Context: an optimization exercise on an open-source flow, tuned for small area and a short achievable clock period. The choices shown serve that exercise and are no tape-out recipe.
Function was checked by simulation only, so behaviour that the tests miss may differ from the original.
No activity file was given, so power comes from the tool's default toggle rates.

==> flow/design.v <==
`default_nettype none
module rng_readout #(
    parameter  int DATA_W = 512,
    parameter  int SEG_W  = 8,
    parameter  int DEPTH  = 4,
    localparam int NSEG   = DATA_W / SEG_W,
    localparam int IW     = (NSEG > 1) ? $clog2(NSEG) : 1,
    localparam int CW     = $clog2(DEPTH + 1)
) (
    input  logic              clk,
    input  logic              rst_n,
    input  logic              in_valid,
    input  logic [DATA_W-1:0] in_data,
    input  logic              next_seg,
    input  logic              clear_ovf,
    output logic [SEG_W-1:0]  out_seg,
    output logic [IW-1:0]     seg_idx,
    output logic              word_avail,
    output logic [CW-1:0]     count,
    output logic              full,
    output logic              overflow
);
    logic              r_valid_q;
    logic [DEPTH:0]    r_cnt_oh;     
    logic [DEPTH-1:0]  r_wr_oh;      
    logic [DEPTH-1:0]  r_rd_oh;      
    logic [DEPTH-1:0]  r_rsel;       
    logic [NSEG-1:0]   r_seg_oh;     
    logic [DEPTH-1:0]  r_wfree;      
    logic [DEPTH-1:0]  r_wlast;      
    logic [DEPTH-1:0]  r_wen_lo;     
    logic [DATA_W-1:0] r_mem [DEPTH];
    logic [CW-1:0]     r_count;
    logic              r_full;
    logic              r_avail;
    logic              r_ovf;
    logic [IW-1:0]     r_seg_idx;
    logic [SEG_W-1:0]  r_out_seg;
    logic w_empty, w_isfull, w_last;
    logic w_capture, w_adv, w_pop, w_push, w_drop;
    logic [DEPTH:0]   w_cnt_nxt;
    logic [DEPTH-1:0] w_wr_nxt, w_rd_nxt;
    logic [NSEG-1:0]  w_seg_nxt;
    logic [SEG_W-1:0] w_sel;
    assign w_empty   = r_cnt_oh[0];
    assign w_isfull  = r_cnt_oh[DEPTH];
    assign w_last    = r_seg_oh[NSEG-1];
    assign w_capture = in_valid & ~r_valid_q;
    assign w_adv     = ~w_empty & next_seg;
    assign w_pop     = w_adv & w_last;
    assign w_push    = w_capture & (~w_isfull | w_pop);
    assign w_drop    = w_capture & w_isfull & ~w_pop;
    always_comb begin
        case ({w_push, w_pop})
            2'b10:   w_cnt_nxt = {r_cnt_oh[DEPTH-1:0], 1'b0};
            2'b01:   w_cnt_nxt = {1'b0, r_cnt_oh[DEPTH:1]};
            default: w_cnt_nxt = r_cnt_oh;
        endcase
    end
    assign w_wr_nxt  = w_push ? {r_wr_oh[DEPTH-2:0], r_wr_oh[DEPTH-1]} : r_wr_oh;
    assign w_rd_nxt  = w_pop  ? {r_rd_oh[DEPTH-2:0], r_rd_oh[DEPTH-1]} : r_rd_oh;
    assign w_seg_nxt = (w_empty | w_pop) ? NSEG'(1)
                     : w_adv ? {r_seg_oh[NSEG-2:0], r_seg_oh[NSEG-1]}
                     : r_seg_oh;
    always_ff @(posedge clk or negedge rst_n) begin
        if (!rst_n) begin
            r_valid_q <= 1'b0;
            r_cnt_oh  <= (DEPTH+1)'(1);
            r_wr_oh   <= DEPTH'(1);
            r_rd_oh   <= DEPTH'(1);
            r_rsel    <= '0;
            r_wfree   <= DEPTH'(1);
            r_wlast   <= '0;
            r_wen_lo  <= DEPTH'(1);
        end else begin
            r_valid_q <= in_valid;
            r_cnt_oh  <= w_cnt_nxt;
            r_wr_oh   <= w_wr_nxt;
            r_rd_oh   <= w_rd_nxt;
            r_rsel    <= w_cnt_nxt[0] ? '0 : w_rd_nxt;
            r_wfree   <= w_cnt_nxt[DEPTH] ? '0 : w_wr_nxt;
            r_wlast   <= (w_cnt_nxt[DEPTH] & w_seg_nxt[NSEG-1]) ? w_wr_nxt : '0;
            r_wen_lo  <= (~w_cnt_nxt[DEPTH] | w_seg_nxt[NSEG-1]) ? w_wr_nxt : '0;
        end
    end
    always_ff @(posedge clk) begin
        r_seg_oh <= w_seg_nxt;
    end
    always_ff @(posedge clk or negedge rst_n) begin
        if (!rst_n) begin
            r_count   <= '0;
            r_full    <= 1'b0;
            r_avail   <= 1'b0;
            r_ovf     <= 1'b0;
            r_seg_idx <= '0;
            r_out_seg <= '0;
        end else begin
            r_count   <= CW'(w_cnt_nxt[1]) | CW'(2 * w_cnt_nxt[2]) | CW'(3 * w_cnt_nxt[3])
                       | CW'(4 * w_cnt_nxt[4]);
            r_full    <= w_cnt_nxt[DEPTH];
            r_avail   <= ~w_cnt_nxt[0];
            if (w_pop) begin
                r_seg_idx <= '0;
            end else if (w_adv) begin
                r_seg_idx <= r_seg_idx + IW'(1);
            end
            if (w_drop) begin
                r_ovf <= 1'b1;
            end else if (clear_ovf) begin
                r_ovf <= 1'b0;
            end
            r_out_seg <= w_sel;
        end
    end
    logic [DEPTH-1:0] w_wen_hi;
    assign w_wen_hi = r_wfree | (r_wlast & {DEPTH{next_seg}});
    generate
        for (genvar w = 0; w < DEPTH; w++) begin : g_slot
            always_ff @(posedge clk) begin
                if (r_wen_lo[w]) r_mem[w][DATA_W-SEG_W-1:0] <= in_data[DATA_W-SEG_W-1:0];
                if (w_wen_hi[w]) r_mem[w][DATA_W-1:DATA_W-SEG_W] <= in_data[DATA_W-1:DATA_W-SEG_W];
            end
        end
    endgenerate
    logic [SEG_W-1:0] w_hit_n [DEPTH];
    generate
        for (genvar w = 0; w < DEPTH; w++) begin : g_rw
            for (genvar b = 0; b < SEG_W; b++) begin : g_rb
                logic [20:0] m;
                logic [6:0]  p;
                logic [2:0]  n;
                logic        hit;
                for (genvar i = 0; i < 21; i++) begin : g_m
                    rng_readout_aoi222 u_c (
                        .a0(r_seg_oh[3*i]),   .b0(r_mem[w][(3*i)*SEG_W + b]),
                        .a1(r_seg_oh[3*i+1]), .b1(r_mem[w][(3*i+1)*SEG_W + b]),
                        .a2(r_seg_oh[3*i+2]), .b2(r_mem[w][(3*i+2)*SEG_W + b]),
                        .y(m[i]));
                end
                for (genvar j = 0; j < 7; j++) begin : g_p
                    rng_readout_nand3 u_c (.a(m[3*j]), .b(m[3*j+1]), .c(m[3*j+2]), .y(p[j]));
                end
                rng_readout_nor3 u_n0 (.a(p[0]), .b(p[1]), .c(p[2]), .y(n[0]));
                rng_readout_nor3 u_n1 (.a(p[3]), .b(p[4]), .c(p[5]), .y(n[1]));
                rng_readout_aoi21 u_n2 (.a0(r_seg_oh[63]), .a1(r_mem[w][63*SEG_W + b]), .b(p[6]),
                                        .y(n[2]));
                rng_readout_nand3 u_h (.a(n[0]), .b(n[1]), .c(n[2]), .y(hit));
                rng_readout_nand2 u_s (.a(hit), .b(r_rsel[w]), .y(w_hit_n[w][b]));
            end
        end
        for (genvar b = 0; b < SEG_W; b++) begin : g_ob
            rng_readout_nand4 u_c (.a(w_hit_n[0][b]), .b(w_hit_n[1][b]), .c(w_hit_n[2][b]),
                                   .d(w_hit_n[3][b]), .y(w_sel[b]));
        end
    endgenerate
    assign out_seg    = r_out_seg;
    assign seg_idx    = r_seg_idx;
    assign word_avail = r_avail;
    assign count      = r_count;
    assign full       = r_full;
    assign overflow   = r_ovf;
endmodule
`default_nettype wire
module rng_readout_aoi222 (input wire a0, b0, a1, b1, a2, b2, output wire y);
    assign y = ~((a0 & b0) | (a1 & b1) | (a2 & b2));
endmodule
module rng_readout_aoi21 (input wire a0, a1, b, output wire y);
    assign y = ~((a0 & a1) | b);
endmodule
module rng_readout_nand4 (input wire a, b, c, d, output wire y);
    assign y = ~(a & b & c & d);
endmodule
module rng_readout_nand3 (input wire a, b, c, output wire y);
    assign y = ~(a & b & c);
endmodule
module rng_readout_nand2 (input wire a, b, output wire y);
    assign y = ~(a & b);
endmodule
module rng_readout_nor3 (input wire a, b, c, output wire y);
    assign y = ~(a | b | c);
endmodule
==> flow/flow/run.sh <==
#!/bin/bash
set -euo pipefail
export BUFFER_PORTS_ARGS="-buffer_cell sky130_fd_sc_hd__buf_1"
bash standard.sh finish > standard_flow.log 2>&1
==> flow/standard.sh <==
#!/bin/bash
# synth_recipe.tcl (not shown) runs the flow's synth.tcl, then flattens the netlist and writes it again
# the make line also repeats each setting of config.mk as NAME=value (left out here)
make -C /OpenROAD-flow-scripts/flow DESIGN_CONFIG=/design/flow/config.mk WORK_HOME=/design/flow/orfs CLKGATE_MAP_FILE= SYNTH_SCRIPT=/design/flow/synth_recipe.tcl "${@:-finish}"
==> flow/config.mk <==
export PLATFORM = sky130hd
export DESIGN_NAME = rng_readout
export DESIGN_NICKNAME = rng_readout
export VERILOG_FILES = /design/flow/design.v
export SDC_FILE = /design/flow/constraint.sdc
export NUM_CORES = 4
export LEC_CHECK = 0
export CAP_MARGIN = 20
export CORE_MARGIN = 2
export CORE_UTILIZATION = 70
export CTS_CLUSTER_DIAMETER = 100
export CTS_CLUSTER_SIZE = 30
export SETUP_SLACK_MARGIN = 2.8
export SLEW_MARGIN = 20
export SYNTH_HIERARCHICAL = 1
export SYNTH_MINIMUM_KEEP_SIZE = 0
==> flow/constraint.sdc <==
create_clock -name core_clock -period 5.0 [get_ports {clk}]
set_input_delay 1.0000 -clock core_clock [delete_from_list [all_inputs] [get_ports {clk}]]
set_output_delay 1.0000 -clock core_clock [all_outputs]
set_load 0.01 [all_outputs]
==> run summary, run 1 <==
The flow ran to the end and the layout has no timing, DRC or antenna violations. The net switching power of the design is 5340 uW. The largest voltage drop on the vdd net came out at a little over 0.3 mV.

The standby leakage power is between 0.02 and 0.03 uW. The core outline area is ~110000 um2. The multiplexer area fraction after synthesis is less than 1%.

The final setup violation count is 0. The main flop type after synthesis is sky130_fd_sc_hd__edfxtp_1. The length of the first detailed-routing pass in iterations is 10.

For this run, the total global-route usage over all layers was measured as between 30% and 40%. The total via count after detailed routing came out at approximately 42000. The instance area at placement is 79100 um2. The number of antenna violations at the first check in global routing came out at between 80 and 90. The register area share after synthesis came out at roughly 86%.

After layout, the worst setup slack is 2.69 ns. The simple-gate area share of the yosys netlist is about 3.8%. The post-CTS clock slew at the launch and capture registers of the worst setup and hold paths is roughly 0.11 ns. In the routed design, unresolved DRC markers number 0. The part of the power in combinational logic is around 1.9%. At the pin with the least slew margin, the transition time is ~1.0 ns.

The largest total area in the synthesized netlist belongs to sky130_fd_sc_hd__edfxtp_1. The clock group share of total power came out at roughly 29%. The compound-cell area share of the yosys netlist is 10.1%. The mapped netlist covers ~75000 um2. The library cells used most frequently in the layout, excluding fill and tap cells, are 2048 x sky130_fd_sc_hd__edfxtp_1, 672 x sky130_fd_sc_hd__a222oi_1, 515 x sky130_fd_sc_hd__buf_1. The switching fraction of total power came out at 18.7%. After layout, the worst path uses a little under half of the clock period. Input and output buffers added on the ports amount to around 540. The largest net degree at the start of global routing is 172. The max-slew violation count is 0. The detail route stage leaves a number of antenna-violating nets equal to 0. The die boundary width is 330 um. The wire length per cell after detailed routing is ~33 um. The floorplan die height is ~330 um.

The library cell used most frequently in the layout, excluding fill and tap cells, is sky130_fd_sc_hd__edfxtp_1. After technology mapping, the gate count stands at about 3500. The buffer levels on the longest clock path came out at 3. The initial core utilization is a little over two thirds.

The area share of the largest cell type after synthesis came out at ~82%. By area the synthesized netlist is led by sky130_fd_sc_hd__edfxtp_1 82%, sky130_fd_sc_hd__a222oi_1 9.0%, sky130_fd_sc_hd__nand3_1 1.7%. The required time of the critical path is ~4 ns. The number of buffers and inverters on the critical path came out at 1. The minimum clock period is around 2.3 ns.

The critical path's top delay family is flip-flops. The clock drives between 2000 and 2500 sinks. The data arrival at the endpoint of the critical path came out at 1.31 ns. The type of destination of the critical path is an output port. The internal portion of the total power is approximately 23000 uW.

TritonCTS built the clock tree. The number of different library cells used by synthesis comes to 39. Pin placement for this block handled about 540 I/O pins.

In the final timing run, aggregate negative setup slack is 0 ns. Walking the worst path, the cells encountered are clkbuf_2. Setup repair after global routing could not meet its margin everywhere. The clock arrives with approximately 0.027 ns of skew. The number of maximum-capacitance constraint violations came out at 0. Clock latency on the worst-skew pair, taken at its later pin, is slightly above 0.7 ns. After global routing the overflow that remains totals 0. The number of DRC markers in iteration 0 is approximately 8500. The xor/xnor cell area share of the yosys netlist came out at less than 1%. The fraction of power consumed by sequential logic is between 60% and 70%. Counting every net in the synthesized netlist gives roughly 4000. The maximum achievable frequency came out at ~430 MHz.

The share of flip-flops with an asynchronous set or reset after synthesis came out at under 10%. The post-route standard cell area excluding fillers is about 83000 um2. The global-route wire length before repair came out at 264 mm. The average cell area after synthesis is approximately 21 um2.

The detailed-route vias per instance came out at 7.26. The slowest stage of the critical path belongs to the cell sky130_fd_sc_hd__dfrtp_2. After synthesis, the largest family of logic cells by area is compound AO/OA/AOI/OAI gates.

The number of synthesized register bits came out at 2160. The total power of the final layout is 28500 uW. The initialized floorplan defines around 120 standard-cell rows. The sum of routed wire length over all layers is approximately 190 mm.

The number of global-route vias before repair is around 40000. In this run, CTS created clock tree buffers numbering a little over 80. The critical path is of the flop to output port type.

The clock root buffer is sky130_fd_sc_hd__clkbuf_16. The adder and majority gate portion of the synthesized area is 0.0168%. The critical path startpoint category is a flop. The half-perimeter wire length after detailed placement came out at 125 mm. The relative max-transition margin came out at a little under a third. The count of synthesis-stage warnings from yosys came out at 10. From synthesis to final layout, the design area changed by 10.9%.

The total of hold buffers inserted after clock tree synthesis is 0. OpenSTA, run right after detailed placement, puts the worst setup slack at about 1.8 ns. For this run, the slowest stage of the critical path takes 0.47 ns. The final hold violation count is 0. The die area is around 110000 um2.

In this run, synthesis inferred 2048 flip-flops with an integrated enable. The maximum fanout count along the critical path is 3. The final weighted congestion in routability-driven placement came out at a little under 0.9. For this design the ratio of total power to cell area is roughly 340 nW/um2.

The final net count is 4768. The H-tree level count came out at 3. In this run the worst hold path is classified as primary input to asynchronous set/reset pin. In the final layout, the share of cells above drive strength 1 is 9.52%.
per-stage QoR:
step	util, %	hold WS, ns	instances
6_report	78.4	0.416	5730
5_1_grt	78.3	0.421	5711
4_1_cts	77.6	0.396	5662
3_5_place_dp	74.9	0.450	5527
3_3_place_gp	74.9	0.440	5527
2_1_floorplan	-	0.457	3546
flip-flops by register name, summed over array words and instances, names as in the netlist:
register   count
r_rsel         4
r_wfree        4
r_out_seg      8
r_count        3
r_mem       2048
r_ovf          1
r_rd_oh        4
r_cnt_oh       4
r_wlast        4
r_wr_oh        4
r_seg_idx      6
r_valid_q      1
r_wen_lo       4
r_seg_oh      64
r_avail        1
power groups by stage:
stage	combinational (uW)	clock, uW	sequential (uW)
floorplan	56.7	0	20200
global placement	433	0	20200
detailed placement	452	0	20200
CTS	515	8270	19800
global route	588	8860	19800
finish	543	8210	19800
logic make-up after synthesis:
| group | count (synthesis) |
|---|---|
| buffers and inverters | 34 |
| adder cells (fa/ha/maj) | 1 |
| XOR/XNOR | 2 |
| multiplexers | 5 |
| AO/OA/AOI/OAI | 797 |
| AND/OR/NAND/NOR | 547 |
| flip-flops | 2160 |
per-module statistics from Yosys (local to each module, per instance):
module,flip-flops and latches,cells,times used
rng_readout_nand4,0,1,8
rng_readout_aoi21,0,1,32
rng_readout_nand3,0,1,256
rng_readout_nor3,0,1,64
rng_readout_aoi222,0,1,672
rng_readout,2160,2482,1
rng_readout_nand2,0,1,32
layout make-up:
cell class | count | area (um2)
clock inverter | 1 | 8.76
clock buffer | 126 | 2320
fill | 5753 | 22800
tap | 1391 | 1740
inverter | 7 | 26.3
sequential | 2160 | 64100
antenna | 45 | 113
multi-input combinational | 1353 | 11000
timing repair buffer | 647 | 3450
routing by layer:
layer / GRT usage (%) / wire length [um] / share of wire, %
met1: 47.9 / 67200 / 35
met2: 52.2 / 89100 / 47
met3: 9.89 / 26400 / 14
met4: 11.0 / 6280 / 3.3
met5: 0 / 580 / 0.31
worst register-to-register path: stages, from the launching register on:
cell and delay [ns]:
sky130_fd_sc_hd__dfxtp_4 0.37, sky130_fd_sc_hd__buf_12 0.15, sky130_fd_sc_hd__a222oi_1 0.54, sky130_fd_sc_hd__nand3_2 0.33
sky130_fd_sc_hd__nor3_4 0.45, sky130_fd_sc_hd__nand3_1 0.12, sky130_fd_sc_hd__nand2_1 0.09, sky130_fd_sc_hd__nand4_1 0.09
Yosys cell counts, types with 2 or more instances:
library cell,n
sky130_fd_sc_hd__buf_2,13
sky130_fd_sc_hd__a21o_1,6
sky130_fd_sc_hd__clkbuf_1,7
sky130_fd_sc_hd__mux2i_1,5
sky130_fd_sc_hd__nand3_1,259
sky130_fd_sc_hd__or3_1,2
sky130_fd_sc_hd__nand4_1,8
sky130_fd_sc_hd__nand2_1,182
sky130_fd_sc_hd__a31oi_1,2
sky130_fd_sc_hd__a21oi_2,32
sky130_fd_sc_hd__nor2b_1,2
sky130_fd_sc_hd__a222oi_1,672
sky130_fd_sc_hd__nor3_1,4
sky130_fd_sc_hd__edfxtp_1,2048
sky130_fd_sc_hd__nand2b_1,4
sky130_fd_sc_hd__nor2_1,16
sky130_fd_sc_hd__buf_4,3
sky130_fd_sc_hd__dfxtp_1,64
sky130_fd_sc_hd__a21oi_1,72
sky130_fd_sc_hd__nand3b_1,3
sky130_fd_sc_hd__inv_1,7
sky130_fd_sc_hd__o32ai_1,2
sky130_fd_sc_hd__o21ai_0,6
sky130_fd_sc_hd__nor3_2,64
sky130_fd_sc_hd__dfrtp_1,43
sky130_fd_sc_hd__dfstp_2,5
sky130_fd_sc_hd__buf_1,3
final timing paths:
kind	from	to	slack, ns	cells past startpoint
max in group asynchronous	rst_n	r_wen_lo[2]$_DFF_PN0_	4.03	2
max	r_count[2]$_DFF_PN0_	full	2.69	1
max reg2reg	r_seg_oh[30]$_SDFFE_PP0N_	r_out_seg[5]$_DFF_PN0_	2.71	7
min	rst_n	r_out_seg[1]$_DFF_PN0_	0.42	2
min reg2reg	r_seg_oh[59]$_SDFFE_PP0N_	r_seg_oh[60]$_SDFFE_PP0N_	0.47	2
min in group core_clock	in_valid	r_valid_q$_DFF_PN0_	0.44	1
timing repair:
action	4_1_cts	5_1_grt
cloned	0	6
hold endpoints to repair	0	0
setup buffers	8	16
pin swaps	28	55
setup endpoints to repair	72	174
resized for setup	119	101
==> run 2: changes to the inputs <==
--- a/flow/config.mk
+++ b/flow/config.mk
@@ -9,3 +9,3 @@
 export CORE_MARGIN = 2
-export CORE_UTILIZATION = 70
+export CORE_UTILIZATION = 78
 export CTS_CLUSTER_DIAMETER = 100
==> run summary, run 2 <==
The routed metal-1 wire length was 61.7 mm (-8.1%). Traced cell by cell, the critical path runs through buf_6. The origin of the critical flop-to-flop path is r_seg_oh[31]$_SDFFE_PP0N_. The flip-flop count of the largest register after layout was 2048 (unchanged). The library cell used most frequently in the layout, excluding fill and tap cells, is sky130_fd_sc_hd__edfxtp_1.

The global-route wire length before repair is 272 mm (+3.1%). The delay of the slowest cell on the worst path is 0.49 ns (+0.02 ns). By area the synthesized netlist is led by sky130_fd_sc_hd__edfxtp_1 82%, sky130_fd_sc_hd__a222oi_1 9.0%, sky130_fd_sc_hd__nand3_1 1.7%. The area added between synthesis and finish is 10.4%. The die boundary width came to 313 um (-5.2%). The register area share after synthesis came out at 85.8% (unchanged).

The summed negative setup slack over all endpoints came out at 0 ns (unchanged). The highest layer touched by signal routing is met5. The maximum achievable frequency is 426 MHz (-1.6%). The clock sink count came out at 2160 (unchanged). The reg-to-reg setup timing slack is 2.69 ns (-0.02 ns). Leaving out fill and tap cells, the most frequent cells in the layout are 2048 x sky130_fd_sc_hd__edfxtp_1, 672 x sky130_fd_sc_hd__a222oi_1, 514 x sky130_fd_sc_hd__buf_1. The register cell area after layout came out at 64100 um2 (about the same).

The met3 layer wire length in the routed design was 29.8 mm (+13%). The total clock buffers created by CTS came out at 81 (unchanged). The number of DRC markers in iteration 0 was 10200 (+20%). The number of cells on the critical path is 1 (unchanged). The count of synthesis-stage warnings from yosys is 10 (unchanged). The largest net degree at the start of global routing came out at 148 (-14%).

The number of global-route vias before repair is 40500 (+3.7%). Ranked by flip-flop count, first place goes to r_mem. The data arrival at the endpoint of the critical path came to 1.35 ns (+0.04 ns). For this run, the leading register cell type out of synthesis is sky130_fd_sc_hd__edfxtp_1. The part of the power in combinational logic is 1.9% (about the same). sky130_fd_sc_hd__edfxtp_1 takes more of the synthesized area than any other cell. The maximum fanout count along the critical path came out at 3 (unchanged). The end of the worst register-to-register path is r_out_seg[4]$_DFF_PN0_. The average cell area after synthesis came out at 21.0 um2 (unchanged). The initial core utilization is 78.6% (+8.0 points). The H-tree level count was 3 (unchanged). The number of antenna violations at the first check in global routing came out at 101 (+17%). The placement-stage worst setup slack came out at 1.83 ns (+0.0105 ns).

The internal power of the cells is 23200 uW (-0.19%). The area share of the largest cell type after synthesis is 82.4% (unchanged). The net count after synthesis came out at 4064 (unchanged).

The die area was 98100 um2 (-10%). The final period utilization came to 46.9% (+0.76 points). The post-route core utilization came out at 86.8% (+8.5 points). The number of maximum-capacitance constraint violations came out at 0 (unchanged). The buffer levels on the longest clock path is 3 (unchanged).

Setup repair after global routing could not meet its margin everywhere. The area taken by multi-input logic gates is 11000 um2 (-0.34%). The final hold violation count came out at 0 (unchanged).

The switching fraction of total power came out at 18.7% (+0.022 points). The layout cell share with drive strength beyond 1 is 8.86% (-0.67 points). The total via count after detailed routing is 43300 (+4.0%). The post-CTS clock slew at the launch and capture registers of the worst setup and hold paths is 0.11 ns (about the same).

The worst hold path class is primary input to asynchronous set/reset pin. The fraction of power consumed by sequential logic came out at 69.4% (about the same). The standby leakage power came out at 0.0257 uW (-0.67%). The core outline area is 94900 um2 (-10%). The clock latency of the later-clocked register in the worst-skew pair came out at 0.71 ns (about the same). The number of fillers in the final layout came out at 3886 (-32%). The count of mapped cells out of synthesis came out at 3546 (unchanged). The worst clock skew on the final layout is 0.0187 ns (-0.00862 ns).

The total congestion overflow was 0 (unchanged). The met2 layer wire length in the routed design came out at 93.9 mm (+5.4%). The count of input and output buffers came to 536 (unchanged). The minimum clock period came to 2.35 ns (+0.0378 ns). The final net count came out at 4758 (-0.21%).

The final worst slack is 2.65 ns (-0.0378 ns). The floorplan die height is 313 um (-5.2%). The required time of the critical path is 4.00 ns (about the same). The sum of routed wire length over all layers is 196 mm (+3.4%). The final weighted congestion in routability-driven placement came out at 0.914 (+3.7%). The total of hold buffers inserted after clock tree synthesis came out at 0 (unchanged). The number of buffers and inverters on the critical path is 1 (unchanged). The unique cell type count in the Yosys netlist was 39 (unchanged). The number of design rule violations left after detail routing came out at 0 (unchanged). The length of the first detailed-routing pass in iterations came out at 11 (+1).

The final setup violation count is 0 (unchanged). In this design, the largest share of critical-path delay is due to flip-flops. The depth of the worst register-to-register path is 7 (unchanged). The run finished with no timing, DRC or antenna violations. The half-perimeter wire length after detailed placement came to 124 mm (-0.61%).

The net switching power of the design was 5340 uW (about the same). The critical path is of the flop to output port type. The relative max-transition margin came out at 32.3% (+1.9 points). The largest voltage drop on the vdd net is 0.404 mV (+32%). The slew at the pin closest to its max-slew limit came out at 1.02 ns (-0.0284 ns). The antenna violation net count after detailed routing is 0 (unchanged).

The share of flip-flops with an asynchronous set or reset after synthesis came out at 2.22% (unchanged). The wire length per cell after detailed routing came to 34.9 um (+5.4%). The number of ports placed on the die boundary came out at 537 (unchanged).

The worst setup path is captured at an output port. The number of synthesized register bits is 2160 (unchanged). The number of standard-cell rows in the floorplan was 113 (-5.0%).

The combined area of all synthesized cells came out at 74600 um2 (unchanged). The count of flip-flops with a built-in enable after synthesis came to 2048 (unchanged). The max-slew violation count is 0 (unchanged). TritonCTS built the clock tree. The tree is rooted in a sky130_fd_sc_hd__clkbuf_16. The detailed-route vias per instance is 7.70 (+6.0%).

The total power per unit cell area is 346 nW/um2 (+0.25%). The clock group share of total power was 28.6% (-0.2 points). By count the netlist is led by 2048 x sky130_fd_sc_hd__edfxtp_1, 672 x sky130_fd_sc_hd__a222oi_1, 259 x sky130_fd_sc_hd__nand3_1.

The overall fraction of global-route tracks in use came out at 39.0% (+5.1 points). The slowest stage of the critical path belongs to the cell sky130_fd_sc_hd__dfrtp_2. The most common cell in the synthesized netlist is sky130_fd_sc_hd__edfxtp_1.

The largest registers in the layout are r_mem (2048), r_seg_oh (64), r_out_seg (8). STA classifies the critical path startpoint as a flop.
## run 2: cell counts after synthesis
Identical to the previous run, type by type.
## run 2: power by group through the flow
stage          Clock (uW)  Combinational [uW]  Sequential [uW]
2_1_floorplan           0                56.7            20200
3_3_place_gp            0                 424            20200
3_5_place_dp            0                 449            20200
4_1_cts              8110                 517            19800
5_1_grt              8650                 583            19800
6_report             8160                 544            19800
## run 2: worst max-delay path by stage
stage | startpoint | end
2_1_floorplan | r_wen_lo[1]$_DFF_PN0_ | r_mem[1][0]$_DFFE_PP_
3_3_place_gp | next_seg | r_seg_oh[33]$_SDFFE_PP0N_
3_5_place_dp | next_seg | r_seg_oh[29]$_SDFFE_PP0N_
4_1_cts | r_count[2]$_DFF_PN0_ | full
5_1_grt | r_count[2]$_DFF_PN0_ | full
6_report | r_count[2]$_DFF_PN0_ | full
## run 2: metrics by stage
stage               instance area [um2]  std cells  hold slack, ns  total power (uW)
floorplan                         74600       3546           0.457             20300
finish                            82400       5624           0.416             28500
detailed placement                78900       5401           0.463             20700
global route                      82300       5605           0.412             29000
global placement                  78900       5401           0.447             20600
CTS                               81800       5548           0.401             28400
## run 2: cells by family (layout without fill, tap and decap cells)
family / after synthesis / after routing / synth area share [%]
other: 0 / 69 / 0
muxes: 5 / 5 / 0.0671
AOI/OAI and AO/OA: 797 / 797 / 10.1
adders and majority gates: 1 / 1 / 0.0168
and+or+nand+nor: 547 / 550 / 3.82
buffers and inverters: 34 / 775 / 0.218
xor gates and xnor gates: 2 / 2 / 0.0235
DFF: 2160 / 2160 / 85.8
## run 2: layout make-up
cell class	count	share of cell area [%]
sequential	2160	77.7
multi-input combinational	1355	13.3
timing repair buffer	635	3.99
clock buffer	131	2.79
tap	1265	1.92
antenna	69	0.210
inverter	7	0.0319
clock inverter	2	0.0213
## run 2: repair_timing
action | CTS | global route
pin swaps | 13 | 66
gates resized for setup | 122 | 70
endpoints found under the hold margin | 0 | 0
endpoints found under the setup margin | 428 | 253
cloned | 2 | 1
buffers inserted | 12 | 6
## run 2: layer usage
metal / vias to the layer above / global-route usage, %
met1: 21100 / 53.1
met5: - / 0
met4: 78 / 16.9
met2: 4097 / 60.8
li1: 17500 / -
met3: 565 / 11.3
## run 2: per-module statistics from Yosys (local to each module, per instance)
module	area [um2]	copies in the design	flops+latches	cells inside
rng_readout_nand2	3.75	32	0	1
rng_readout_nand4	6.26	8	0	1
rng_readout_nand3	5.00	256	0	1
rng_readout_nor3	10.0	64	0	1
rng_readout_aoi21	8.76	32	0	1
rng_readout	65500	1	2160	2482
rng_readout_aoi222	10.0	672	0	1
==> run 3: changes to the inputs <==
--- a/flow/config.mk
+++ b/flow/config.mk
@@ -9,5 +9,5 @@
 export CORE_MARGIN = 2
-export CORE_UTILIZATION = 78
-export CTS_CLUSTER_DIAMETER = 100
-export CTS_CLUSTER_SIZE = 30
+export CORE_UTILIZATION = 70
+export CTS_CLUSTER_DIAMETER = 80
+export CTS_CLUSTER_SIZE = 24
 export SETUP_SLACK_MARGIN = 2.8
==> run summary, run 3 <==
The met2 usage is 51.9% (-8.9 points). The number of cells in the design after placement is 5527 (+2.3%). The post-CTS clock slew at the launch and capture registers of the worst setup and hold paths came out at 0.09 ns (-0.02 ns). The total of hold buffers inserted after clock tree synthesis came out at 0 (unchanged). The fraction of power consumed by sequential logic was 67.5% (-1.9 points).

The max-slew violation count came out at 0 (unchanged). The post-route core utilization came to 78.7% (-8.2 points). The data arrival at the endpoint of the critical path is 1.32 ns (-0.03 ns). The detailed-route vias per instance is 7.25 (-5.8%).

The library cell used most frequently in the layout, excluding fill and tap cells, is sky130_fd_sc_hd__edfxtp_1. The global routing stage identified its most utilized layer as met2. The number of standard-cell rows in the floorplan came to 119 (+5.3%). The top cell types in the final layout, fill and taps aside, are 2048 x sky130_fd_sc_hd__edfxtp_1, 672 x sky130_fd_sc_hd__a222oi_1, 515 x sky130_fd_sc_hd__buf_1. The most common cell in the synthesized netlist is sky130_fd_sc_hd__edfxtp_1. The total clock buffers created by CTS is 99 (+22%). The count of synthesis-stage warnings from yosys is 10 (unchanged). The net count after synthesis is 4064 (unchanged). The worst hold path class is primary input to asynchronous set/reset pin. The layout cell share with drive strength beyond 1 came out at 9.50% (+0.64 points). The required time of the critical path is 4.00 ns (about the same).

The largest voltage drop on the vdd net is 0.367 mV (-9.3%). The die area came to 109000 um2 (+11%). The floorplan die height is 330 um (+5.5%). The internal power of the cells came to 23800 uW (+2.8%). The number of ports placed on the die boundary is 537 (unchanged).

Among all stages on the critical path, the largest delay is contributed by sky130_fd_sc_hd__dfrtp_2. In the final layout, the registers with the most flip-flops are r_mem (2048), r_seg_oh (64), r_out_seg (8). The adder and majority gate portion of the synthesized area came out at 0.0168% (unchanged). The final period utilization is 46.3% (-0.59 points). The xor/xnor cell area share of the yosys netlist is 0.0235% (unchanged).

The count of flip-flops with a built-in enable after synthesis came out at 2048 (unchanged). The total via count after detailed routing is 41700 (-3.6%). The core outline area is 106000 um2 (+11%). The run finished with no timing, DRC or antenna violations. The sum of routed wire length over all layers came out at 190 mm (-3.3%). The critical path is of the flop to output port type.

The antenna violation net count after detailed routing is 0 (unchanged). The worst setup path is launched from a flop. The number of antenna violations at the first check in global routing came out at 87 (-14%). The length of the first detailed-routing pass in iterations is 10 (-1). The signal on the critical path passes through clkbuf_2. The largest net degree at the start of global routing is 172 (+16%).

The combined area of all synthesized cells came out at 74600 um2 (unchanged). The count of mapped cells out of synthesis is 3546 (unchanged). Among all flip-flop cells after synthesis, the most frequent one is sky130_fd_sc_hd__edfxtp_1. The unique cell type count in the Yosys netlist came out at 39 (unchanged). The relative max-transition margin was 17.7% (-15 points). The area added between synthesis and finish is 11.3%. Counting flops per register, the top entry is r_mem. The final setup violation count is 0 (unchanged). The routing usage on met3 is 10.4% (-0.89 points).

The compound-cell area share of the yosys netlist is 10.1% (unchanged). The initial core utilization is 70.7% (-8.0 points). Ranked by total cell area, the synthesized netlist is headed by sky130_fd_sc_hd__edfxtp_1 82%, sky130_fd_sc_hd__a222oi_1 9.0%, sky130_fd_sc_hd__nand3_1 1.7%. The worst clock skew on the final layout came out at 0.0254 ns (+0.00666 ns). The share of flip-flops with an asynchronous set or reset after synthesis came to 2.22% (unchanged). The die boundary width came to 330 um (+5.5%).

The total congestion overflow is 0 (unchanged). The minimum clock period came out at 2.32 ns (-0.0294 ns). The total power per unit cell area came to 353 nW/um2 (+2.0%). The number of DRC markers in iteration 0 came to 8557 (-16%). The number of design rule violations left after detail routing was 0 (unchanged).

The area share of the largest cell type after synthesis is 82.4% (unchanged). The standby leakage power came out at 0.0260 uW (+1.2%). The maximum achievable frequency is 432 MHz (+1.3%). The clock group share of total power came to 30.6% (+2.0 points). Setup repair after global routing could not meet its margin everywhere. The clock latency of the later-clocked register in the worst-skew pair is 0.72 ns (about the same).

The kind of cell with the highest combined delay along the critical path is flip-flops. The worst setup path is captured at an output port. The reg-to-reg setup timing slack is 2.69 ns (about the same). The wire length per cell after detailed routing is 32.9 um (-5.5%).

The number of synthesized register bits is 2160 (unchanged). The final hold violation count came out at 0 (unchanged). TritonCTS built the clock tree.

The final net count came to 4781 (+0.48%). The number of global-route vias before repair came out at 39200 (-3.1%). The multiplexer area fraction after synthesis was 0.0671% (unchanged).

The maximum fanout count along the critical path is 3 (unchanged). The buffer levels on the longest clock path came out at 3 (unchanged). The global-route wire length before repair is 264 mm (-2.9%). The synthesized design spends more area on one cell type than any other, namely sky130_fd_sc_hd__edfxtp_1. The H-tree level count is 3 (unchanged). The delay of the slowest cell on the worst path is 0.47 ns (-0.02 ns). The final weighted congestion in routability-driven placement is 0.881 (-3.6%).

The count of input and output buffers came out at 536 (unchanged). In the synthesized netlist, the cells that appear most often are 2048 x sky130_fd_sc_hd__edfxtp_1, 672 x sky130_fd_sc_hd__a222oi_1, 259 x sky130_fd_sc_hd__nand3_1. The summed negative setup slack over all endpoints is 0 ns (unchanged). The part of the power in combinational logic came out at 1.9% (about the same).

The simple-gate area share of the yosys netlist came out at 3.82% (unchanged). The clock root buffer is sky130_fd_sc_hd__clkbuf_16. The main combinational cell family by area after synthesis is compound AO/OA/AOI/OAI gates. The number of buffers and inverters on the critical path came out at 1 (unchanged).

The clock sink count was 2160 (unchanged). The net switching power of the design is 5500 uW (+3.0%). The average cell area after synthesis was 21.0 um2 (unchanged). The global-route met1 utilization came out at 47.9% (-5.2 points).

The half-perimeter wire length after detailed placement is 125 mm (+0.61%). The slew at the pin closest to its max-slew limit is 1.23 ns (+0.218 ns). The register area share after synthesis came out at 85.8% (unchanged). The switching fraction of total power came out at 18.8% (+0.038 points). The number of non-filler instances in the completed layout is 5755 (+2.3%).

The flip-flop count of the largest register after layout came out at 2048 (unchanged). The number of maximum-capacitance constraint violations is 0 (unchanged). The overall fraction of global-route tracks in use came out at 33.9% (-5.1 points). The total power of the final layout came out at 29300 uW (+2.8%).
==> run 3: through the flow <==
step | area (um2) | setup slack (ns) | hold slack [ns]
2_1_floorplan | 74600 | 0.858 | 0.457
3_3_place_gp | 79100 | 1.89 | 0.440
3_5_place_dp | 79100 | 1.82 | 0.450
4_1_cts | 82400 | 2.65 | 0.384
5_1_grt | 83000 | 2.66 | 0.396
6_report | 83100 | 2.68 | 0.408
==> run 3: Yosys stat by module, one instance, submodules excluded <==
module              flip-flops and latches  cells  area [um2]
rng_readout                           2160   2482       65500
rng_readout_aoi21                        0      1        8.76
rng_readout_aoi222                       0      1        10.0
rng_readout_nand2                        0      1        3.75
rng_readout_nand3                        0      1        5.00
rng_readout_nand4                        0      1        6.26
rng_readout_nor3                         0      1        10.0
==> run 3: timing repair <==
action,4_1_cts,5_1_grt
gates cloned,0,6
setup buffers,8,11
pin swaps,25,53
endpoints found under the setup margin,72,111
resized for setup,124,73
==> run 3: worst paths after layout <==
check	start	endpoint	cells past startpoint
hold reg to reg	r_seg_oh[59]$_SDFFE_PP0N_	r_seg_oh[60]$_SDFFE_PP0N_	2
setup / recovery	r_count[2]$_DFF_PN0_	full	1
max in group asynchronous	rst_n	r_wen_lo[2]$_DFF_PN0_	2
hold / removal	rst_n	r_out_seg[1]$_DFF_PN0_	2
min in group core_clock	in_valid	r_valid_q$_DFF_PN0_	1
setup reg to reg	r_seg_oh[30]$_SDFFE_PP0N_	r_out_seg[5]$_DFF_PN0_	7
==> run 3: power groups by stage <==
stage               combinational [uW]  sequential [uW]  clock, uW
global route                       588            19800       9610
floorplan                         56.7            20200          0
CTS                                515            19800       9020
detailed placement                 452            20200          0
global placement                   433            20200          0
finish                             545            19800       8970
==> run 3: area by class of cell <==
cell class / instances / area (um2)
Sequential cell: 2160 / 64100
Fill cell: 5682 / 22500
Multi-Input combinational cell: 1353 / 10900
Timing Repair Buffer: 642 / 3390
Clock buffer: 163 / 2800
Tap cell: 1391 / 1740
Antenna cell: 38 / 95.1
Inverter: 7 / 26.3
Clock inverter: 1 / 8.76
==> run 3: logic make-up after synthesis <==
group | after synthesis
buffers and inverters | 34
muxes | 5
AOI/OAI and AO/OA | 797
adders and majority gates | 1
and+or+nand+nor | 547
xor gates and xnor gates | 2
DFF | 2160
==> run 3: layer usage <==
metal,wire length (um),part of all wire (%),vias to the layer above
met2,88500,47,2853
met3,26300,14,380
met4,6870,3.6,96
met5,609,0.32,-
li1,-,-,17500
met1,67400,36,20900
==> run 4: changes to the inputs <==
--- a/flow/design.v
+++ b/flow/design.v
@@ -24,2 +24,4 @@
     logic [DEPTH:0]    r_cnt_oh;     
+    logic [DEPTH-1:0]  r_cnt_lo;     
+    logic              r_nfull;      
     logic [DEPTH-1:0]  r_wr_oh;      
@@ -28,5 +30,2 @@
     logic [NSEG-1:0]   r_seg_oh;     
-    logic [DEPTH-1:0]  r_wfree;      
-    logic [DEPTH-1:0]  r_wlast;      
-    logic [DEPTH-1:0]  r_wen_lo;     
     logic [DATA_W-1:0] r_mem [DEPTH];
@@ -44,2 +43,3 @@
     logic [SEG_W-1:0] w_sel;
+    assign r_cnt_oh  = {~r_nfull, r_cnt_lo};
     assign w_empty   = r_cnt_oh[0];
@@ -67,3 +67,4 @@
             r_valid_q <= 1'b0;
-            r_cnt_oh  <= (DEPTH+1)'(1);
+            r_cnt_lo  <= DEPTH'(1);
+            r_nfull   <= 1'b1;
             r_wr_oh   <= DEPTH'(1);
@@ -71,8 +72,6 @@
             r_rsel    <= '0;
-            r_wfree   <= DEPTH'(1);
-            r_wlast   <= '0;
-            r_wen_lo  <= DEPTH'(1);
         end else begin
             r_valid_q <= in_valid;
-            r_cnt_oh  <= w_cnt_nxt;
+            r_cnt_lo  <= w_cnt_nxt[DEPTH-1:0];
+            r_nfull   <= ~w_cnt_nxt[DEPTH];
             r_wr_oh   <= w_wr_nxt;
@@ -80,5 +79,2 @@
             r_rsel    <= w_cnt_nxt[0] ? '0 : w_rd_nxt;
-            r_wfree   <= w_cnt_nxt[DEPTH] ? '0 : w_wr_nxt;
-            r_wlast   <= (w_cnt_nxt[DEPTH] & w_seg_nxt[NSEG-1]) ? w_wr_nxt : '0;
-            r_wen_lo  <= (~w_cnt_nxt[DEPTH] | w_seg_nxt[NSEG-1]) ? w_wr_nxt : '0;
         end
@@ -114,4 +110,5 @@
     end
-    logic [DEPTH-1:0] w_wen_hi;
-    assign w_wen_hi = r_wfree | (r_wlast & {DEPTH{next_seg}});
+    logic [DEPTH-1:0] w_wen_lo, w_wen_hi;
+    assign w_wen_lo = r_wr_oh & {DEPTH{~w_isfull | w_last}};
+    assign w_wen_hi = r_wr_oh & {DEPTH{~w_isfull | (w_last & next_seg)}};
     generate
@@ -119,3 +116,3 @@
             always_ff @(posedge clk) begin
-                if (r_wen_lo[w]) r_mem[w][DATA_W-SEG_W-1:0] <= in_data[DATA_W-SEG_W-1:0];
+                if (w_wen_lo[w]) r_mem[w][DATA_W-SEG_W-1:0] <= in_data[DATA_W-SEG_W-1:0];
                 if (w_wen_hi[w]) r_mem[w][DATA_W-1:DATA_W-SEG_W] <= in_data[DATA_W-1:DATA_W-SEG_W];
--- a/flow/config.mk
+++ b/flow/config.mk
@@ -10,4 +10,4 @@
 export CORE_UTILIZATION = 70
-export CTS_CLUSTER_DIAMETER = 80
-export CTS_CLUSTER_SIZE = 24
+export CTS_CLUSTER_DIAMETER = 100
+export CTS_CLUSTER_SIZE = 30
 export SETUP_SLACK_MARGIN = 2.8
==> run summary, run 4 <==
The flow ran to the end and the layout has no timing, DRC or antenna violations. The number of cells on the critical path is 1 (unchanged). The signal on the critical path passes through buf_2. The antenna violation net count after detailed routing was 0 (unchanged). The total power of the final layout is 28500 uW (-2.6%). The total of hold buffers inserted after clock tree synthesis was 0 (unchanged). In the final layout, the registers with the most flip-flops are r_mem (2048), r_seg_oh (64), r_out_seg (8). The register area share after synthesis is 85.3% (-0.41 points). The number of fillers in the final layout came out at 5551 (-2.3%). The number of synthesized register bits is 2149 (-0.51%). The largest net degree at the start of global routing is 139 (-19%).

r_mem holds more flip-flops than any other register. The H-tree level count is 3 (unchanged). The core outline area came out at 106000 um2 (unchanged). The required time of the critical path came out at 4.00 ns (about the same).

The die boundary width came out at 331 um (about the same). The relative max-transition margin is 34.8% (+17 points). By count the netlist is led by 2048 x sky130_fd_sc_hd__edfxtp_1, 672 x sky130_fd_sc_hd__a222oi_1, 258 x sky130_fd_sc_hd__nand3_1.

The routing usage on met3 came to 8.51% (-1.9 points). The final setup violation count is 0 (unchanged). The count of mapped cells out of synthesis came out at 3510 (-1.0%).

The total via count after detailed routing is 41800 (+0.27%). The initial core utilization is 70.7% (about the same). The depth of the worst register-to-register path came out at 7 (unchanged).

The flip-flop count of the largest register after layout came out at 2048 (unchanged). The length of the first detailed-routing pass in iterations came out at 10 (unchanged). The most common cell after layout, fill and taps aside is sky130_fd_sc_hd__edfxtp_1. The net count after synthesis is 4030 (-0.84%). The average cell area after synthesis came out at 21.3 um2 (+1.1%).

STA classifies the critical path startpoint as a flop. The die area came out at 109000 um2 (about the same). The half-perimeter wire length after detailed placement came out at 126 mm (+1.4%).

The final worst slack came to 2.67 ns (-0.0136 ns). The count of flip-flops with a built-in enable after synthesis is 2048 (unchanged). The final net count came to 4749 (-0.67%). The wire length per cell after detailed routing is 33.9 um (+2.8%). The number of DRC markers in iteration 0 is 8808 (+2.9%). STA classifies the critical path endpoint as an output port. The largest voltage drop on the vdd net is 0.320 mV (-13%). The global-route wire length before repair is 267 mm (+1.1%). The sum of routed wire length over all layers came out at 193 mm (+2.0%). The number of standard-cell rows in the floorplan is 119 (unchanged). The global-route met1 utilization came out at 49.3% (+1.4 points). The register cell area after layout came out at 63800 um2 (-0.44%). The area added between synthesis and finish came out at 11.6%.

The reg-to-reg setup timing slack is 2.73 ns (+0.04 ns). The placement-stage worst setup slack came out at 1.71 ns (-0.105 ns). Sorting the synthesized cells by area gives the leading types as sky130_fd_sc_hd__edfxtp_1 82%, sky130_fd_sc_hd__a222oi_1 9.0%, sky130_fd_sc_hd__nand3_1 1.7%.

CTS placed an instance of sky130_fd_sc_hd__clkbuf_16 at the clock tree root. The worst hold path class is primary input to flop. TritonCTS built the clock tree. The post-CTS clock slew at the launch and capture registers of the worst setup and hold paths came out at 0.11 ns (+0.02 ns). The critical path start-end classification is flop to output port. The count of input and output buffers was 536 (unchanged). The total clock buffers created by CTS is 81 (-18%). Along the worst hold path, the cell count comes to 1.

The met2 usage was 53.0% (+1.1 points). The critical path's top delay family is flip-flops. Among all flip-flop cells after synthesis, the most frequent one is sky130_fd_sc_hd__edfxtp_1. The final hold violation count is 0 (unchanged). The count of synthesis-stage warnings from yosys is 10 (unchanged).

The maximum fanout count along the critical path is 2 (-1). The total congestion overflow is 0 (unchanged). Summed over all instances, the cell type with the most area after synthesis is sky130_fd_sc_hd__edfxtp_1. The number of design rule violations left after detail routing came out at 0 (unchanged). The combined area of all synthesized cells came out at 74700 um2 (about the same). The floorplan die height came out at 331 um (about the same). The clock sink count came out at 2149 (-0.51%). The number of global-route vias before repair is 39300 (+0.16%).

The number of antenna violations at the first check in global routing is 73 (-16%). The final weighted congestion in routability-driven placement is 0.874 (-0.83%). The area share of the largest cell type after synthesis is 82.4% (about the same).

The data arrival at the endpoint of the critical path is 1.33 ns (about the same). The unique cell type count in the Yosys netlist is 37 (-5.1%). The summed negative setup slack over all endpoints came out at 0 ns (unchanged).

The share of flip-flops with an asynchronous set or reset after synthesis came out at 1.72% (-0.50 points). The cell with the largest stage delay on the worst path is sky130_fd_sc_hd__dfrtp_1. The detailed-route vias per instance came out at 7.33 (+1.0%). The number of ports placed on the die boundary is 537 (unchanged). The standby leakage power is 0.0261 uW (+0.39%). The number of maximum-capacitance constraint violations is 0 (unchanged). The buffer levels on the longest clock path is 3 (unchanged). The final period utilization came out at 46.6% (+0.27 points). The layer flagged by global routing as most heavily used is met2.

The most common cell in the synthesized netlist is sky130_fd_sc_hd__edfxtp_1. The layout cell share with drive strength beyond 1 came out at 10.8% (+1.3 points). The total power per unit cell area came out at 342 nW/um2 (-2.9%). The number of buffers and inverters on the critical path is 1 (unchanged). The overall fraction of global-route tracks in use came out at 34.4% (+0.44 points). The max-slew violation count is 0 (unchanged). The delay of the slowest cell on the worst path is 0.46 ns (about the same). The post-route core utilization came out at 79.0% (+0.26 points). The area taken by multi-input logic gates came out at 11500 um2 (+5.0%).

The maximum achievable frequency is 429 MHz (-0.58%). The worst clock skew on the final layout came out at 0.0188 ns (-0.00659 ns). The slew at the pin closest to its max-slew limit came out at 0.978 ns (-0.256 ns). Setup repair after global routing could not meet its margin everywhere. The minimum clock period is 2.33 ns (+0.0136 ns). The clock latency of the later-clocked register in the worst-skew pair came out at 0.71 ns (about the same). In the layout the commonest cells are 2048 x sky130_fd_sc_hd__edfxtp_1, 672 x sky130_fd_sc_hd__a222oi_1, 514 x sky130_fd_sc_hd__buf_1.
## run 4: metrics by stage
stage	cells	hold WS, ns	area, um2
finish	5712	0.397	83300
global route	5697	0.388	83300
CTS	5649	0.372	82500
detailed placement	5494	0.463	79200
global placement	5494	0.455	79200
floorplan	3510	0.484	74700
## run 4: power by group
group	internal [uW]	total [uW]	switching, uW
clock network	3290	8270	4990
registers	19700	19700	17.2
logic	202	572	370
## run 4: path summary, 6_finish.rpt
kind,startpoint,to
worst max-delay path,r_count[2]$_DFF_PN0_,count[2]
worst min-delay path,in_valid,r_valid_q$_DFF_PN0_
worst max register to register,r_seg_oh[42]$_SDFFE_PP0N_,r_out_seg[7]$_DFF_PN0_
worst min register to register,r_seg_oh[46]$_SDFFE_PP0N_,r_seg_oh[46]$_SDFFE_PP0N_
max in group asynchronous,rst_n,r_ovf$_DFFE_PN0P_
min in group asynchronous,rst_n,r_out_seg[3]$_DFF_PN0_
## run 4: logic make-up after synthesis
| group | count (synthesis) | share of synthesized area [%] |
|---|---|---|
| mux | 11 | 0.164 |
| compound gates | 783 | 9.96 |
| flops | 2149 | 85.3 |
| fa+ha+maj | 3 | 0.0503 |
| buf+inv | 37 | 0.201 |
| simple gates | 526 | 4.26 |
| xor+xnor | 1 | 0.0117 |
## run 4: layer usage
metal  wire length [um]  part of all wire, %
met2              91600                   47
met3              27100                   14
met5                459                 0.24
met4               6280                  3.2
met1              68000                   35
## run 4: repair_timing
action | CTS | global route
pin swaps | 35 | 97
resized for setup | 174 | 94
setup endpoints to repair | 1575 | 723
cloned | 3 | 10
buffers inserted | 16 | 14
## run 4: layout make-up
type	instances	area share [%]
antenna	39	0.117
clock buffer	134	2.82
clock inverter	2	0.0300
inverter	6	0.0270
multi-input combinational	1325	13.8
sequential	2149	76.5
tap	1391	2.09
timing repair buffer	666	4.60
## run 4: modules after synthesis (local to each module, per instance)
module,cells inside,times used
rng_readout,2446,1
rng_readout_aoi21,1,32
rng_readout_aoi222,1,672
rng_readout_nand2,1,32
rng_readout_nand3,1,256
rng_readout_nand4,1,8
rng_readout_nor3,1,64
==> run 5: changes to the inputs <==
--- a/flow/config.mk
+++ b/flow/config.mk
@@ -12,3 +12,3 @@
 export CTS_CLUSTER_SIZE = 30
-export SETUP_SLACK_MARGIN = 2.8
+export SETUP_SLACK_MARGIN = 3.0
 export SLEW_MARGIN = 20
==> run summary, run 5 <==
The number of fillers in the final layout came to 5449 (-1.8%). In this run the worst hold path is classified as primary input to flop. Clock tree synthesis selected as its root buffer the cell sky130_fd_sc_hd__clkbuf_16.

The number of buffers and inverters on the critical path is 1 (unchanged). The sum of routed wire length over all layers is 198 mm (+2.4%). The worst clock skew on the final layout was 0.0262 ns (+0.00741 ns). The routed metal-1 wire length came out at 68.1 mm (+0.12%). The maximum achievable frequency came out at 429 MHz (about the same). The number of global-route vias before repair is 39500 (+0.51%). The type of destination of the critical path is an output port. The net count after synthesis is 4030 (unchanged). The flow ran to the end and the layout has no timing, DRC or antenna violations. The area share of the largest cell type after synthesis is 82.4% (unchanged). In the synthesized netlist the dominant register cell turns out to be sky130_fd_sc_hd__edfxtp_1.

The detailed-route vias per instance is 7.37 (+0.58%). The slew at the pin closest to its max-slew limit came out at 0.985 ns (+0.00670 ns). The data arrival at the endpoint of the critical path came out at 1.33 ns (about the same). The core outline area is 106000 um2 (unchanged).

The count of flip-flops with a built-in enable after synthesis was 2048 (unchanged). The count of synthesis-stage warnings from yosys came out at 10 (unchanged). The number of cells in the design after placement is 5494 (unchanged). The count of mapped cells out of synthesis is 3510 (unchanged). The total clock buffers created by CTS came out at 81 (unchanged). In the layout the commonest cells are 2048 x sky130_fd_sc_hd__edfxtp_1, 672 x sky130_fd_sc_hd__a222oi_1, 514 x sky130_fd_sc_hd__buf_1. The critical path goes through buf_2. The global-route wire length before repair is 272 mm (+1.6%).

TritonCTS built the clock tree. The cell with the largest stage delay on the worst path is sky130_fd_sc_hd__dfrtp_1. In the post-synthesis netlist, the biggest area contributors are sky130_fd_sc_hd__edfxtp_1 82%, sky130_fd_sc_hd__a222oi_1 9.0%, sky130_fd_sc_hd__nand3_1 1.7%. The flip-flop count of the largest register after layout came out at 2048 (unchanged). The worst setup path is launched from a flop. The post-route standard cell area excluding fillers is 84100 um2 (+0.90%). Setup repair after global routing could not meet its margin everywhere.

The total of hold buffers inserted after clock tree synthesis came to 0 (unchanged). The number of standard-cell rows in the floorplan is 119 (unchanged). The clock latency of the later-clocked register in the worst-skew pair came out at 0.72 ns (about the same). The area taken by multi-input logic gates came out at 11600 um2 (+0.58%). The placement-stage worst setup slack came out at 1.71 ns (unchanged). The final worst slack is 2.67 ns (-0.000330 ns). The standby leakage power came out at 0.0265 uW (+1.5%).

The summed negative setup slack over all endpoints is 0 ns (unchanged). The die area was 109000 um2 (unchanged). The area added between synthesis and finish is 12.7%. In this run the top signal layer used is met5. The initial core utilization came out at 70.7% (unchanged). The register cell area after layout came out at 63800 um2 (about the same). The minimum clock period is 2.33 ns (+0.000330 ns). The relative max-transition margin came out at 34.4% (-0.45 points). Ranked by flip-flop count, first place goes to r_mem. The share of flip-flops with an asynchronous set or reset after synthesis came to 1.72% (unchanged). The final hold violation count came out at 0 (unchanged). The layout cell share with drive strength beyond 1 came out at 11.8% (+1.0 points).

The library cell used most frequently in the layout, excluding fill and tap cells, is sky130_fd_sc_hd__edfxtp_1. The number of DRC markers in iteration 0 came to 8951 (+1.6%). The delay of the slowest cell on the worst path came out at 0.45 ns (about the same). The number of design rule violations left after detail routing came out at 0 (unchanged).

The half-perimeter wire length after detailed placement came out at 126 mm (unchanged). The combined area of all synthesized cells came out at 74700 um2 (unchanged). The clock sink count came out at 2149 (unchanged). The post-CTS clock slew at the launch and capture registers of the worst setup and hold paths came out at 0.11 ns (about the same).

The total via count after detailed routing came out at 42300 (+1.0%). The average cell area after synthesis is 21.3 um2 (unchanged). The total power per unit cell area is 339 nW/um2 (-0.91%).

The final net count is 4777 (+0.59%). The most common cell in the synthesized netlist is sky130_fd_sc_hd__edfxtp_1. The register area share after synthesis came out at 85.3% (unchanged).

The floorplan die height is 331 um (unchanged). The met3 layer wire length in the routed design is 28.6 mm (+5.6%). The antenna violation net count after detailed routing came out at 0 (unchanged).

The number of synthesized register bits is 2149 (unchanged). Ranked by instance count, the synthesized netlist is headed by 2048 x sky130_fd_sc_hd__edfxtp_1, 672 x sky130_fd_sc_hd__a222oi_1, 258 x sky130_fd_sc_hd__nand3_1. The number of antenna violations at the first check in global routing came out at 77 (+5.5%). The count of input and output buffers was 536 (unchanged).

The required time of the critical path came to 4.00 ns (about the same). The wire length per cell after detailed routing is 34.5 um (+2.0%). Grouping stages by cell kind, the critical path spends the most delay in flip-flops. The total congestion overflow is 0 (unchanged). The overall fraction of global-route tracks in use came out at 35.1% (+0.70 points). The length of the first detailed-routing pass in iterations is 9 (-1). The met2 layer wire length in the routed design is 93.9 mm (+2.4%). The largest net degree at the start of global routing is 121 (-13%). The H-tree level count came out at 3 (unchanged). The largest voltage drop on the vdd net is 0.320 mV (-0.11%).

The number of ports placed on the die boundary came out at 537 (unchanged). The max-slew violation count came out at 0 (unchanged). The die boundary width came out at 331 um (unchanged). sky130_fd_sc_hd__edfxtp_1 takes more of the synthesized area than any other cell. The final setup violation count came to 0 (unchanged).

The maximum fanout count along the critical path is 2 (unchanged). The final period utilization is 46.6% (about the same). The final weighted congestion in routability-driven placement came to 0.874 (unchanged). The critical path in this run is classified as flop to output port. The number of maximum-capacitance constraint violations came out at 0 (unchanged). The instance area at placement is 79200 um2 (unchanged).

In the final layout, the registers with the most flip-flops are r_mem (2048), r_seg_oh (64), r_out_seg (8). The buffer levels on the longest clock path was 3 (unchanged). The number of non-filler instances in the completed layout came out at 5737 (+0.44%). The unique cell type count in the Yosys netlist is 37 (unchanged).
[run 5: cell counts after synthesis]
Identical to the previous run, type by type.
[run 5: cell families (layout without fill, tap and decap cells)]
| kind of cell | after synthesis | count (layout) | share of synthesized area, % |
|---|---|---|---|
| buffers and inverters | 37 | 836 | 0.201 |
| AO/OA/AOI/OAI | 783 | 783 | 9.96 |
| multiplexers | 11 | 11 | 0.164 |
| adder cells (fa/ha/maj) | 3 | 3 | 0.0503 |
| flip-flops | 2149 | 2149 | 85.3 |
| AND/OR/NAND/NOR | 526 | 527 | 4.26 |
| other | 0 | 36 | 0 |
| XOR/XNOR | 1 | 1 | 0.0117 |
[run 5: per-layer routing]
layer | GRT usage, % | vias up
li1 | - | 17500
met1 | 49.6 | 21200
met2 | 54.3 | 3133
met3 | 9.44 | 361
met4 | 11.9 | 78
met5 | 0 | -
[run 5: path summary, 6_finish.rpt]
kind                                                 from                        end  slack (ns)  depth (start not counted)
max in group asynchronous                           rst_n      r_cnt_lo[3]$_DFF_PN0_        3.95                          1
worst min-delay path                             in_valid        r_valid_q$_DFF_PN0_        0.40                          1
worst max-delay path                 r_count[2]$_DFF_PN0_                   count[2]        2.67                          1
worst min register to register  r_seg_oh[58]$_SDFFE_PP0N_  r_seg_oh[58]$_SDFFE_PP0N_        0.50                          2
min in group asynchronous                           rst_n     r_out_seg[3]$_DFF_PN0_        0.43                          1
worst max register to register  r_seg_oh[36]$_SDFFE_PP0N_     r_out_seg[5]$_DFF_PN0_        2.77                          7
[run 5: final cells by class]
type                    instances  area share (%)
multi-input cells            1325            13.7
flip-flops and latches       2149            75.9
clock buffers                 134            2.80
inverters                       6          0.0298
diodes                         36           0.107
well taps                    1391            2.07
repair buffers                694            5.36
clock inverters                 2          0.0298
[run 5: through the flow]
| step | total power [uW] | hold WS, ns | util (%) |
|---|---|---|---|
| finish | 28500 | 0.400 | 79.7 |
| detailed placement | 20600 | 0.463 | 75.0 |
| global placement | 20600 | 0.455 | 75.0 |
| CTS | 28600 | 0.372 | 78.8 |
| global route | 29200 | 0.389 | 79.6 |
| floorplan | 20200 | 0.484 | - |
[run 5: power by group]
part	internal (uW)	switching (uW)	leakage [uW]	total (uW)
clock	3280	4980	0.00114	8270
sequential	19700	17.0	0.0194	19700
combinational	201	373	0.00595	575
total	23200	5370	0.0265	28500
[run 5: Yosys stat by module (local to each module, per instance)]
module / area [um2] / cells / flip-flops and latches
rng_readout_nor3: 10.0 / 1 / 0
rng_readout_aoi21: 8.76 / 1 / 0
rng_readout: 65600 / 2446 / 2149
rng_readout_aoi222: 10.0 / 1 / 0
rng_readout_nand3: 5.00 / 1 / 0
rng_readout_nand2: 3.75 / 1 / 0
rng_readout_nand4: 6.26 / 1 / 0
[run 5: what timing repair did]
action	4_1_cts	5_1_grt
gates cloned	11	16
setup buffers	28	16
resized for setup	258	86
pin swaps	84	110
endpoints found under the setup margin	2047	1244

re-timing with driven ports:
How much do the figures lean on ideal ports? The routed layouts below were timed once more, with nothing changed but the port constraints.
Step 1 assumes that a clkbuf_16 drives the clock port and a buf_2 every other input.
Step 2 also shifts input and output timing later by t, the mid clock arrival at the registers, as if the neighbouring blocks saw the same clock.
Slacks: ideal / step 1 / step 2; pairs: ideal / step 1.
run | t, ns | slack for setup (ns) | clock arrival spread, ns
run 1 | 0.770 | 2.691 / 2.617 / 2.205 | 0.034 / 0.034
run 2 | 0.776 | 2.654 / 2.578 / 2.217 | 0.022 / 0.021
run 3 | 0.786 | 2.683 / 2.607 / 2.207 | 0.028 / 0.029
run 4 | 0.780 | 2.669 / 2.593 / 2.158 | 0.027 / 0.027
run 5 | 0.782 | 2.669 / 2.590 / 2.335 | 0.031 / 0.031
After both steps every run listed still meets setup and hold. The setup slack of run 4, which loses most, moves by -0.076 ns with the drivers and by -0.511 ns with both steps.
